Background: an optimization exercise with open tools, aiming at small area. Do not read the settings as production practice. Only simulation tests tie the RTL to the original design; equivalence was not proved. Power is estimated from default activity; no workload was simulated.

$ cat config.mk
export PLATFORM = sky130hd
export DESIGN_NAME = aplic_regctl_top
export DESIGN_NICKNAME = aplic_regctl_top
export VERILOG_FILES = /design/flow/design.v
export SDC_FILE = /design/flow/constraint.sdc
export NUM_CORES = 4
export LEC_CHECK = 0
export CAP_MARGIN = 20
export CORE_MARGIN = 2
export CORE_UTILIZATION = 40
export SETUP_SLACK_MARGIN = 1.0
export SLEW_MARGIN = 20
$ cat constraint.sdc
create_clock -name core_clock -period 10.0 [get_ports {i_clk}]
set_input_delay 2.0000 -clock core_clock [delete_from_list [all_inputs] [get_ports {i_clk}]]
set_output_delay 2.0000 -clock core_clock [all_outputs]
set_load 0.01 [all_outputs]
$ cat design.v
package aplic_map_pkg;
  typedef enum logic [3:0] {
    NONE, DOMCFG, SRCCFG, SETIP, SETIPNUM, INCLRIP, CLRIPNUM,
    SETIE, SETIENUM, CLRIE, CLRIENUM, TARGET
  } aplic_reg_e;
  typedef enum logic {
    PENDING,
    ENABLE
  } aplic_bank_e;
  localparam logic [16-1:0] OFF_DOMCFG   = 16'h0000;
  localparam logic [16-1:0] OFF_SRCCFG   = 16'h0000;
  localparam logic [16-1:0] OFF_SETIP    = 16'h1C00;
  localparam logic [16-1:0] OFF_SETIPNUM = 16'h1CDC;
  localparam logic [16-1:0] OFF_INCLRIP  = 16'h1D00;
  localparam logic [16-1:0] OFF_CLRIPNUM = 16'h1DDC;
  localparam logic [16-1:0] OFF_SETIE    = 16'h1E00;
  localparam logic [16-1:0] OFF_SETIENUM = 16'h1EDC;
  localparam logic [16-1:0] OFF_CLRIE    = 16'h1F00;
  localparam logic [16-1:0] OFF_CLRIENUM = 16'h1FDC;
  localparam logic [16-1:0] OFF_TARGET   = 16'h3000;
endpackage
package aplic_intr_pkg;
  localparam int DOMCFG_IE_BIT = 8;
  localparam int DOMCFG_DM_BIT = 2;
  localparam int SRCCFG_D_BIT = 10;
  typedef enum logic [2:0] {
    INACTIVE = 3'd0,
    DETACHED = 3'd1,
    EDGE1    = 3'd4,
    EDGE0    = 3'd5,
    LEVEL1   = 3'd6,
    LEVEL0   = 3'd7
  } src_mode_e;
  typedef union packed {
    struct packed {
      logic [13:0] hart;
      logic [9:0]  rsvd;
      logic [7:0]  prio;
    } direct;
    struct packed {
      logic [13:0] hart;
      logic [5:0]  guest;
      logic        rsvd;
      logic [10:0] eiid;
    } msi;
  } target_word_u;
endpackage
`timescale 1ns/100ps
module aplic_reg_decode (
  input  logic                             i_acc_en,
  input  logic                             i_acc_we,
  input  logic [$clog2(2)-1:0] i_acc_dom,
  input  logic [16-1:0]         i_acc_addr,
  input  logic [31:0]                      i_acc_wdata,
  output logic [31:0]                      o_acc_rdata,
  output logic                             o_wr_en,
  output logic [$clog2(2)-1:0] o_wr_dom,
  output aplic_map_pkg::aplic_reg_e        o_wr_kind,
  output logic [5-1:0]          o_wr_idx,
  output logic [31:0]                      o_wr_wdata,
  input  logic [31:0]                      i_dom_rdata,
  input  logic [31:0]                      i_pend_rdata,
  input  logic [31:0]                      i_en_rdata,
  input  logic [31:0]                      i_tgt_rdata
);
  localparam int WIN_LSB = 5 + 2;
  aplic_map_pkg::aplic_reg_e kind;
  logic [5-1:0] idx;
  logic [5-1:0] slot;
  logic                    aligned;
  logic [31:0]             rd_sel;
  assign slot    = i_acc_addr[WIN_LSB-1:2];
  assign aligned = (i_acc_addr[1:0] == 2'b00);
  always_comb begin
    kind = aplic_map_pkg::NONE;
    idx  = '0;
    case (i_acc_addr)
      aplic_map_pkg::OFF_DOMCFG:   kind = aplic_map_pkg::DOMCFG;
      aplic_map_pkg::OFF_SETIP:    kind = aplic_map_pkg::SETIP;
      aplic_map_pkg::OFF_SETIPNUM: kind = aplic_map_pkg::SETIPNUM;
      aplic_map_pkg::OFF_INCLRIP:  kind = aplic_map_pkg::INCLRIP;
      aplic_map_pkg::OFF_CLRIPNUM: kind = aplic_map_pkg::CLRIPNUM;
      aplic_map_pkg::OFF_SETIE:    kind = aplic_map_pkg::SETIE;
      aplic_map_pkg::OFF_SETIENUM: kind = aplic_map_pkg::SETIENUM;
      aplic_map_pkg::OFF_CLRIE:    kind = aplic_map_pkg::CLRIE;
      aplic_map_pkg::OFF_CLRIENUM: kind = aplic_map_pkg::CLRIENUM;
      default: begin
        if (aligned && slot != '0) begin
          if (i_acc_addr[16-1:WIN_LSB] == aplic_map_pkg::OFF_SRCCFG[16-1:WIN_LSB]) begin
            kind = aplic_map_pkg::SRCCFG;
            idx  = slot;
          end else if (i_acc_addr[16-1:WIN_LSB] ==
                       aplic_map_pkg::OFF_TARGET[16-1:WIN_LSB]) begin
            kind = aplic_map_pkg::TARGET;
            idx  = slot;
          end
        end
      end
    endcase
  end
  assign o_wr_en    = i_acc_en && i_acc_we && (kind != aplic_map_pkg::NONE);
  assign o_wr_dom   = i_acc_dom;
  assign o_wr_kind  = kind;
  assign o_wr_idx   = idx;
  assign o_wr_wdata = i_acc_wdata;
  always_comb begin
    case (kind)
      aplic_map_pkg::DOMCFG, aplic_map_pkg::SRCCFG: rd_sel = i_dom_rdata;
      aplic_map_pkg::SETIP:  rd_sel = i_pend_rdata;
      aplic_map_pkg::SETIE:  rd_sel = i_en_rdata;
      aplic_map_pkg::TARGET: rd_sel = i_tgt_rdata;
      default:        rd_sel = '0;
    endcase
  end
  assign o_acc_rdata = (i_acc_en && !i_acc_we) ? rd_sel : '0;
endmodule
`timescale 1ns/100ps
module aplic_domain_ctl (
  input  logic                     i_clk,
  input  logic                     ni_rst,
  input  logic                             i_wr_en,
  input  logic [$clog2(2)-1:0] i_wr_dom,
  input  aplic_map_pkg::aplic_reg_e        i_wr_kind,
  input  logic [5-1:0]          i_wr_idx,
  input  logic [31:0]                      i_wr_wdata,
  output logic [31:0]              o_rdata,
  output logic [32-1:0] o_intp_domain,
  output logic [32-1:0] o_active,
  output logic [2-1:0] o_domaincfg_ie,
  output logic [2-1:0] o_domaincfg_dm
);
  logic [2-1:0] ie_q;
  logic [2-1:0] dm_q;
  logic [32-1:1] owner_q;
  logic [32-1:0][2:0] mode_q;
  aplic_intr_pkg::src_mode_e                wr_mode;
  logic                     wr_deleg;
  always_comb begin
    wr_deleg = i_wr_wdata[aplic_intr_pkg::SRCCFG_D_BIT];
    if (i_wr_wdata[2:1] == 2'b01) begin
      wr_mode = aplic_intr_pkg::INACTIVE;
    end else begin
      wr_mode = aplic_intr_pkg::src_mode_e'(i_wr_wdata[2:0]);
    end
  end
  always_ff @(posedge i_clk or negedge ni_rst) begin
    if (!ni_rst) begin
      ie_q    <= '0;
      dm_q    <= '0;
      owner_q <= '0;
    end else if (i_wr_en) begin
      if (i_wr_kind == aplic_map_pkg::DOMCFG) begin
        ie_q[i_wr_dom] <= i_wr_wdata[aplic_intr_pkg::DOMCFG_IE_BIT];
        dm_q[i_wr_dom] <= i_wr_wdata[aplic_intr_pkg::DOMCFG_DM_BIT];
      end
      if (i_wr_kind == aplic_map_pkg::SRCCFG) begin
        if (i_wr_dom == '0) begin
          owner_q[i_wr_idx] <= wr_deleg;
        end
      end
    end
  end
  assign mode_q[0] = aplic_intr_pkg::INACTIVE;
  for (genvar i = 1; i < 32; i++) begin : g_mode
    always_ff @(posedge i_clk or negedge ni_rst) begin
      if (!ni_rst) begin
        mode_q[i] <= aplic_intr_pkg::INACTIVE;
      end else if (i_wr_en && i_wr_kind == aplic_map_pkg::SRCCFG && i_wr_idx == i) begin
        if (i_wr_dom == '0 || owner_q[i]) begin
          mode_q[i] <= wr_deleg ? aplic_intr_pkg::INACTIVE : wr_mode;
        end
      end
    end
  end
  always_comb begin
    o_rdata = '0;
    case (i_wr_kind)
      aplic_map_pkg::DOMCFG: begin
        o_rdata = 32'h8000_0000;
        o_rdata[aplic_intr_pkg::DOMCFG_IE_BIT] = ie_q[i_wr_dom];
        o_rdata[aplic_intr_pkg::DOMCFG_DM_BIT] = dm_q[i_wr_dom];
      end
      aplic_map_pkg::SRCCFG: begin
        if (owner_q[i_wr_idx] == i_wr_dom) begin
          o_rdata = {29'b0, mode_q[i_wr_idx]};
        end else if (i_wr_dom == '0) begin
          o_rdata[aplic_intr_pkg::SRCCFG_D_BIT] = 1'b1;
        end
      end
      default: o_rdata = '0;
    endcase
  end
  always_comb begin
    o_active = '0;
    for (int i = 1; i < 32; i++) begin
      o_active[i] = (mode_q[i] != aplic_intr_pkg::INACTIVE);
    end
  end
  assign o_intp_domain  = {owner_q, 1'b0};
  assign o_domaincfg_ie = ie_q;
  assign o_domaincfg_dm = dm_q;
endmodule
`timescale 1ns/100ps
module aplic_ix_bank #(
  parameter logic P_BANK = aplic_map_pkg::PENDING
) (
  input  logic                     i_clk,
  input  logic                     ni_rst,
  input  logic                             i_wr_en,
  input  logic [$clog2(2)-1:0] i_wr_dom,
  input  aplic_map_pkg::aplic_reg_e        i_wr_kind,
  input  logic [5-1:0]          i_wr_idx,
  input  logic [31:0]                      i_wr_wdata,
  input  logic [32-1:0] i_intp_domain,
  input  logic [32-1:0] i_active,
  output logic [31:0]              o_rdata,
  output logic [32-1:0] o_bits
);
  localparam aplic_map_pkg::aplic_reg_e K_SET    = aplic_map_pkg::aplic_reg_e'((P_BANK == aplic_map_pkg::PENDING) ? aplic_map_pkg::SETIP : aplic_map_pkg::SETIE);
  localparam aplic_map_pkg::aplic_reg_e K_SETNUM = aplic_map_pkg::aplic_reg_e'((P_BANK == aplic_map_pkg::PENDING) ? aplic_map_pkg::SETIPNUM : aplic_map_pkg::SETIENUM);
  localparam aplic_map_pkg::aplic_reg_e K_CLR    = aplic_map_pkg::aplic_reg_e'((P_BANK == aplic_map_pkg::PENDING) ? aplic_map_pkg::INCLRIP : aplic_map_pkg::CLRIE);
  localparam aplic_map_pkg::aplic_reg_e K_CLRNUM = aplic_map_pkg::aplic_reg_e'((P_BANK == aplic_map_pkg::PENDING) ? aplic_map_pkg::CLRIPNUM : aplic_map_pkg::CLRIENUM);
  logic [32-1:0] bits_q;
  logic [32-1:0] bits_d;
  logic [32-1:0] own;
  logic [5-1:0]  num;
  logic                     num_ok;
  assign own = (i_wr_dom == '0) ? {~i_intp_domain[32-1:1], 1'b0} : i_intp_domain;
  assign num    = i_wr_wdata[5-1:0];
  assign num_ok = (i_wr_wdata[31:5] == '0) && own[num];
  always_comb begin
    bits_d = bits_q;
    if (i_wr_en) begin
      case (i_wr_kind)
        K_SET:    bits_d = (bits_q & ~own) | (i_wr_wdata & own);
        K_CLR:    bits_d = bits_q & ~(i_wr_wdata & own);
        K_SETNUM: begin
          if (num_ok) begin
            bits_d[num] = 1'b1;
          end
        end
        K_CLRNUM: begin
          if (num_ok) begin
            bits_d[num] = 1'b0;
          end
        end
        default:  bits_d = bits_q;
      endcase
    end
  end
  always_ff @(posedge i_clk or negedge ni_rst) begin
    if (!ni_rst) begin
      bits_q <= '0;
    end else begin
      bits_q <= {bits_d[32-1:1] & i_active[32-1:1], 1'b0};
    end
  end
  assign o_rdata = (i_wr_kind == K_SET) ? (bits_q & own) : '0;
  assign o_bits  = bits_q;
endmodule
`timescale 1ns/100ps
module aplic_target (
  input  logic                     i_clk,
  input  logic                     ni_rst,
  input  logic                             i_wr_en,
  input  logic [$clog2(2)-1:0] i_wr_dom,
  input  aplic_map_pkg::aplic_reg_e        i_wr_kind,
  input  logic [5-1:0]          i_wr_idx,
  input  logic [31:0]                      i_wr_wdata,
  input  logic [32-1:0] i_intp_domain,
  input  logic [32-1:0] i_active,
  input  logic [2-1:0] i_dm,
  output logic [31:0]              o_rdata
);
  logic [31:0]  tgt_q [32];
  aplic_intr_pkg::target_word_u w_leg;
  logic         owned;
  logic         tgt_we;
  assign owned  = (i_intp_domain[i_wr_idx] == i_wr_dom);
  assign tgt_we = i_wr_en && (i_wr_kind == aplic_map_pkg::TARGET) && i_active[i_wr_idx] && owned;
  always_comb begin
    w_leg = aplic_intr_pkg::target_word_u'(i_wr_wdata);
    if (!i_dm[i_wr_dom]) begin
      w_leg.direct.rsvd = '0;
      if (w_leg.direct.prio == '0) begin
        w_leg.direct.prio = 8'd1;
      end
    end else begin
      w_leg.msi.rsvd = 1'b0;
    end
  end
  assign tgt_q[0] = '0;
  for (genvar i = 1; i < 32; i++) begin : g_tgt
    always_ff @(posedge i_clk or negedge ni_rst) begin
      if (!ni_rst) begin
        tgt_q[i] <= '0;
      end else if (tgt_we && i_wr_idx == i) begin
        tgt_q[i] <= w_leg;
      end
    end
  end
  assign o_rdata = (i_wr_kind == aplic_map_pkg::TARGET && owned) ? tgt_q[i_wr_idx] : '0;
endmodule
`timescale 1ns/100ps
module aplic_regctl_top (
  input  logic                             i_clk,
  input  logic                             ni_rst,
  input  logic                             i_acc_en,
  input  logic                             i_acc_we,
  input  logic [$clog2(2)-1:0] i_acc_dom,
  input  logic [16-1:0]         i_acc_addr,
  input  logic [31:0]                      i_acc_wdata,
  output logic [31:0]                      o_acc_rdata,
  output logic [32-1:0]         o_setip,
  output logic [32-1:0]         o_setie,
  output logic [32-1:0]         o_active,
  output logic [32-1:0]         o_intp_domain,
  output logic [2-1:0]         o_domaincfg_ie,
  output logic [2-1:0]         o_domaincfg_dm
);
  logic                             wr_en;
  logic [$clog2(2)-1:0] wr_dom;
  aplic_map_pkg::aplic_reg_e        wr_kind;
  logic [5-1:0]          wr_idx;
  logic [31:0]                      wr_wdata;
  logic [31:0] dom_rdata;
  logic [31:0] pend_rdata;
  logic [31:0] en_rdata;
  logic [31:0] tgt_rdata;
  aplic_reg_decode u_decode (
    .i_acc_en     (i_acc_en),
    .i_acc_we     (i_acc_we),
    .i_acc_dom    (i_acc_dom),
    .i_acc_addr   (i_acc_addr),
    .i_acc_wdata  (i_acc_wdata),
    .o_acc_rdata  (o_acc_rdata),
    .o_wr_en      (wr_en),
    .o_wr_dom     (wr_dom),
    .o_wr_kind    (wr_kind),
    .o_wr_idx     (wr_idx),
    .o_wr_wdata   (wr_wdata),
    .i_dom_rdata  (dom_rdata),
    .i_pend_rdata (pend_rdata),
    .i_en_rdata   (en_rdata),
    .i_tgt_rdata  (tgt_rdata)
  );
  aplic_domain_ctl u_domain (
    .i_clk          (i_clk),
    .ni_rst         (ni_rst),
    .i_wr_en        (wr_en),
    .i_wr_dom       (wr_dom),
    .i_wr_kind      (wr_kind),
    .i_wr_idx       (wr_idx),
    .i_wr_wdata     (wr_wdata),
    .o_rdata        (dom_rdata),
    .o_intp_domain  (o_intp_domain),
    .o_active       (o_active),
    .o_domaincfg_ie (o_domaincfg_ie),
    .o_domaincfg_dm (o_domaincfg_dm)
  );
  aplic_ix_bank #(.P_BANK(aplic_map_pkg::PENDING)) u_pend_bank (
    .i_clk         (i_clk),
    .ni_rst        (ni_rst),
    .i_wr_en       (wr_en),
    .i_wr_dom      (wr_dom),
    .i_wr_kind     (wr_kind),
    .i_wr_idx      (wr_idx),
    .i_wr_wdata    (wr_wdata),
    .i_intp_domain (o_intp_domain),
    .i_active      (o_active),
    .o_rdata       (pend_rdata),
    .o_bits        (o_setip)
  );
  aplic_ix_bank #(.P_BANK(aplic_map_pkg::ENABLE)) u_en_bank (
    .i_clk         (i_clk),
    .ni_rst        (ni_rst),
    .i_wr_en       (wr_en),
    .i_wr_dom      (wr_dom),
    .i_wr_kind     (wr_kind),
    .i_wr_idx      (wr_idx),
    .i_wr_wdata    (wr_wdata),
    .i_intp_domain (o_intp_domain),
    .i_active      (o_active),
    .o_rdata       (en_rdata),
    .o_bits        (o_setie)
  );
  aplic_target u_target (
    .i_clk         (i_clk),
    .ni_rst        (ni_rst),
    .i_wr_en       (wr_en),
    .i_wr_dom      (wr_dom),
    .i_wr_kind     (wr_kind),
    .i_wr_idx      (wr_idx),
    .i_wr_wdata    (wr_wdata),
    .i_intp_domain (o_intp_domain),
    .i_active      (o_active),
    .i_dm          (o_domaincfg_dm),
    .o_rdata       (tgt_rdata)
  );
endmodule
$ cat run.sh
#!/bin/bash
# synth_recipe.tcl (not shown) runs the flow's synth.tcl, then flattens the netlist and writes it again
# the make line also repeats each setting of config.mk as NAME=value (left out here)
make -C /OpenROAD-flow-scripts/flow DESIGN_CONFIG=/design/flow/config.mk WORK_HOME=/design/flow/orfs CLKGATE_MAP_FILE= SYNTH_SCRIPT=/design/flow/synth_recipe.tcl finish
==> impl_metrics.csv <==
group,metric,value,unit
setup_path,slowest_delay,640,ps
synth,synth_area,56300,um^2
global_routing,grt_pass1_vias,45013,
routing,viasPerCell,6.60,
clock_tree,path_clk_slew,60,ps
flow_run,cap_violations,0,
place,dp_cells,6817,
setup_path,cp_num_buf_inv,8,
global_routing,overflow,0,
routing,wire_per_inst,35.7,um
timing,slew_violations,0,
status,status,"timing/DRC/antenna clean",
die,ios,217,
timing,clock_skew,29.8,ps
synth,syn_area_per_cell,11.5,um^2
routing,wirelength,252000,um
setup_path,crit_top_cell,"buf_4",
place,dp_hpwl,166000,um
clock_tree,cts_tree,"yes",
timing,min_period,9000,ps
timing,worst_slew_pin_slew,1280,ps
routing,dr.first_iter.drc_count,6347,
power_and_ir_drop,p_per_area,149,nW/um^2
synth,async_reset_ff_share,100,%
setup_path,slowest_stage,"or4_1",
synth,synth_warnings,6,
timing,grt_setup_unrepaired,"yes",
final_layout,stdcell_count,7058,
synth,ys_ff_latch,1151,
final_layout,n_fill_cell,12657,
die,core,140000,um^2
hold_path,hold_path_class,"flop to flop",
power_and_ir_drop,leakagePower,31.7,nW
synth,synth_ff_type,"dfrtp_1",
setup_path,crit_end,"o_acc_rdata[16]",
routing,drc,0,
routing,vias,46586,
global_routing,grt.total_usage,34.7,%
clock_tree,numClockSinks,1151,
clock_tree,h-tree-depth,4,
setup_path,path_class,"input port to output port",
global_routing,grt_antenna_before_repair,15,
setup_path,r2r-end,"u_target.tgt_q[24][1]",
power_and_ir_drop,ir_worst_vdd,169,uV
global_routing,grt_max_degree,167,
setup_path,worstPathArrival,7000,ps
clock_tree,numCtsBuffers,131,
synth,yosysSeqAreaShare,51.2,%
setup_path,reg2reg_setup_slack,5270,ps
synth,synth.distinct_cells,88,
place,portBuffers,212,
setup_path,start_kind,"input port",
setup_path,ff2ff_path_depth,11,
setup_path,worstPathRequired,8000,ps
die,die_x,379,um
setup_path,rr_startpoint,"u_domain.mode_q[83]",
timing,fin_crit_sh,90.0,%
timing,slew-limit-headroom,15.0,%
setup_path,end_kind,"output port",
timing,hold_viol,0,
clock_tree,clockBufferDepth,3,
final_layout,drive_above_1_share,14.4,%
timing,tns,0,ps
synth,synth_edf_count,0,
setup_path,crit_chain,"clkdlybuf4s50_1, nor4_4, buf_4, and4_2, inv_2, buf_4, ha_1, nand2_2, buf_4, nor3_2, buf_4, nor4_1, nand4_1, or4_1, and4_1, buf_4, o2bb2ai_1, clkdlybuf4s50_1",
final_layout,area_delta_synth_final,17.3,%
die,start_util,40.3,%
routing,firstDrtPassIters,8,
final_layout,mostFrequentLayoutCells,"1151 x dfrtp_1, 866 x mux2_1, 345 x nand2_1",
routing,antenna_left,0,
setup_path,crit_cells,18,
die,die_h,379,um
clock_tree,clockRootBuffer,"clkbuf_16",
die,die_area,144000,um^2
setup_path,cp_top_family,"simple AND/OR/NAND/NOR gates",
clock_tree,worstSkewPairLatency,800,ps
timing,setup_violations,0,
setup_path,path_max_fanout,23,
synth,postSynthCellCount,4889,
final_layout,layout.cells.most_common,"dfrtp_1",
final_layout,fin_nets,5182,
global_routing,grt_pass1_wl,353000,um
place,gp_congestion,0.989,
timing,fmax,111,MHz
die,rows,137,
setup_path,crit_path_start,"i_acc_addr[10]",
## Yosys cell counts, types with 24 or more instances
cell type | n | share of area, %
a21oi_1 | 165 | 1.5
a221oi_1 | 46 | 0.72
a222oi_1 | 50 | 0.89
a22o_1 | 55 | 0.86
a22oi_1 | 252 | 3.4
a31oi_1 | 28 | 0.31
and3_1 | 47 | 0.52
buf_2 | 115 | 1.0
clkbuf_1 | 281 | 1.9
dfrtp_1 | 1151 | 51
ha_1 | 47 | 1.0
inv_1 | 63 | 0.42
mux2_1 | 866 | 17
mux2_2 | 106 | 2.1
mux2i_1 | 47 | 0.84
nand2_1 | 351 | 2.3
nand3_1 | 122 | 1.1
nand4_1 | 68 | 0.76
nor2_1 | 137 | 0.91
nor2b_1 | 24 | 0.27
nor3_1 | 134 | 1.2
nor4_1 | 33 | 0.37
o211ai_1 | 35 | 0.47
o21ai_0 | 223 | 2.0
o22ai_1 | 38 | 0.42
or3_1 | 40 | 0.44
or4_1 | 27 | 0.36
## worst min-delay path by stage
stage	startpoint	end	slack, ps	depth (start not counted)
after floorplan	u_target.tgt_q[18][20]	u_target.tgt_q[18][20]	460	1
after global placement	u_target.tgt_q[23][3]	u_target.tgt_q[23][3]	470	1
after detailed placement	u_target.tgt_q[2][16]	u_target.tgt_q[2][16]	480	1
after CTS	u_target.tgt_q[2][16]	u_target.tgt_q[2][16]	490	1
after global routing	u_target.tgt_q[6][8]	u_target.tgt_q[6][8]	500	1
final	u_target.tgt_q[14][10]	u_target.tgt_q[14][10]	490	1
## cell type report
class | instances | area (um^2) | area share [%]
multi-input cells | 3251 | 26100 | 39.5
well taps | 1876 | 2350 | 3.55
flip-flops and latches | 1151 | 28800 | 43.6
diodes | 9 | 22.5 | 0.0341
clock buffers | 185 | 3820 | 5.79
repair buffers | 481 | 4310 | 6.53
clock inverters | 39 | 412 | 0.623
inverters | 66 | 248 | 0.375
## worst reg2reg max path: cells and delay by family, from the launching register on
kind | cells | cell delay [ps]
AND/OR/NAND/NOR | 3 | 1760
buffers and inverters | 3 | 1250
multiplexers | 2 | 660
AO/OA/AOI/OAI | 3 | 530
flip-flops | 1 | 400
## sequential cells by signal (all words and copies together) (netlist names), named ones only
register            count
u_target.tgt_q        961
u_domain.mode_q        93
u_domain.owner_q       31
u_en_bank.bits_q       31
u_pend_bank.bits_q     31
## cell families after synthesis
kind of cell	count (synthesis)	share of synthesized area, %
AND/OR/NAND/NOR	1078	9.70
multiplexers	1038	21.0
flip-flops	1151	51.2
adder cells (fa/ha/maj)	47	1.04
XOR/XNOR	8	0.162
AO/OA/AOI/OAI	1076	13.3
other	1	0.00666
buffers and inverters	490	3.61
## layer usage
metal,up-vias,global-route usage (%),wire [um]
met4,10,21.8,18200
met2,3011,51.5,109000
li1,18692,-,-
met3,774,9.97,28000
met1,24099,44.6,96300
met5,-,0,69
## power by group
group / leakage [nW] / internal, mW / switching, mW
clock: 2.09 / 2.77 / 2.05
combinational: 13.6 / 0.0723 / 0.303
sequential: 16.0 / 4.66 / 0.00000137
## per-stage QoR
stage,util (%),hold slack [ps],instance area [um^2],setup slack (ps),total power [mW]
global placement,44.1,468,61500,416,5.11
CTS,47.2,490,65900,1020,9.89
floorplan,-,456,56300,1640,4.86
global route,47.3,497,66000,925,10.1
detailed placement,44.1,477,61600,338,5.11
finish,47.3,490,66000,1000,9.86
## timing repair
action | CTS | global route
cloned | 0 | 0
gates resized for setup | 16 | 17
setup buffers | 2 | 6
setup endpoints to repair | 31 | 29
pin swaps | 1 | 5
hold buffers | 0 | 0

static timing again, ports no longer ideal:
In the flow no input, the clock included, has a driving cell. The finished layout below was timed again as built, in two steps.
Step 1, drivers: a clkbuf_16 drives i_clk and a buf_2 each remaining input, both assumed.
Step 2 also shifts input and output timing later by t, the mid clock arrival at the registers, as if the neighbouring blocks saw the same clock.
Slacks: no drivers / after step 1 / after step 2; pairs: no drivers / after step 1.
shift t [ns]: 0.867
setup slack, ns: 1.001 / 0.971 / 0.971
worst setup path after step 2: input to output
slew at the worst register clock pin (ns): 0.07 / 0.07
worst data-port slew with drivers (ns): 0.10
After both steps setup and hold are still met in this run. For this run, drivers alone change the setup slack by -0.030 ns; drivers and shift together by -0.030 ns.
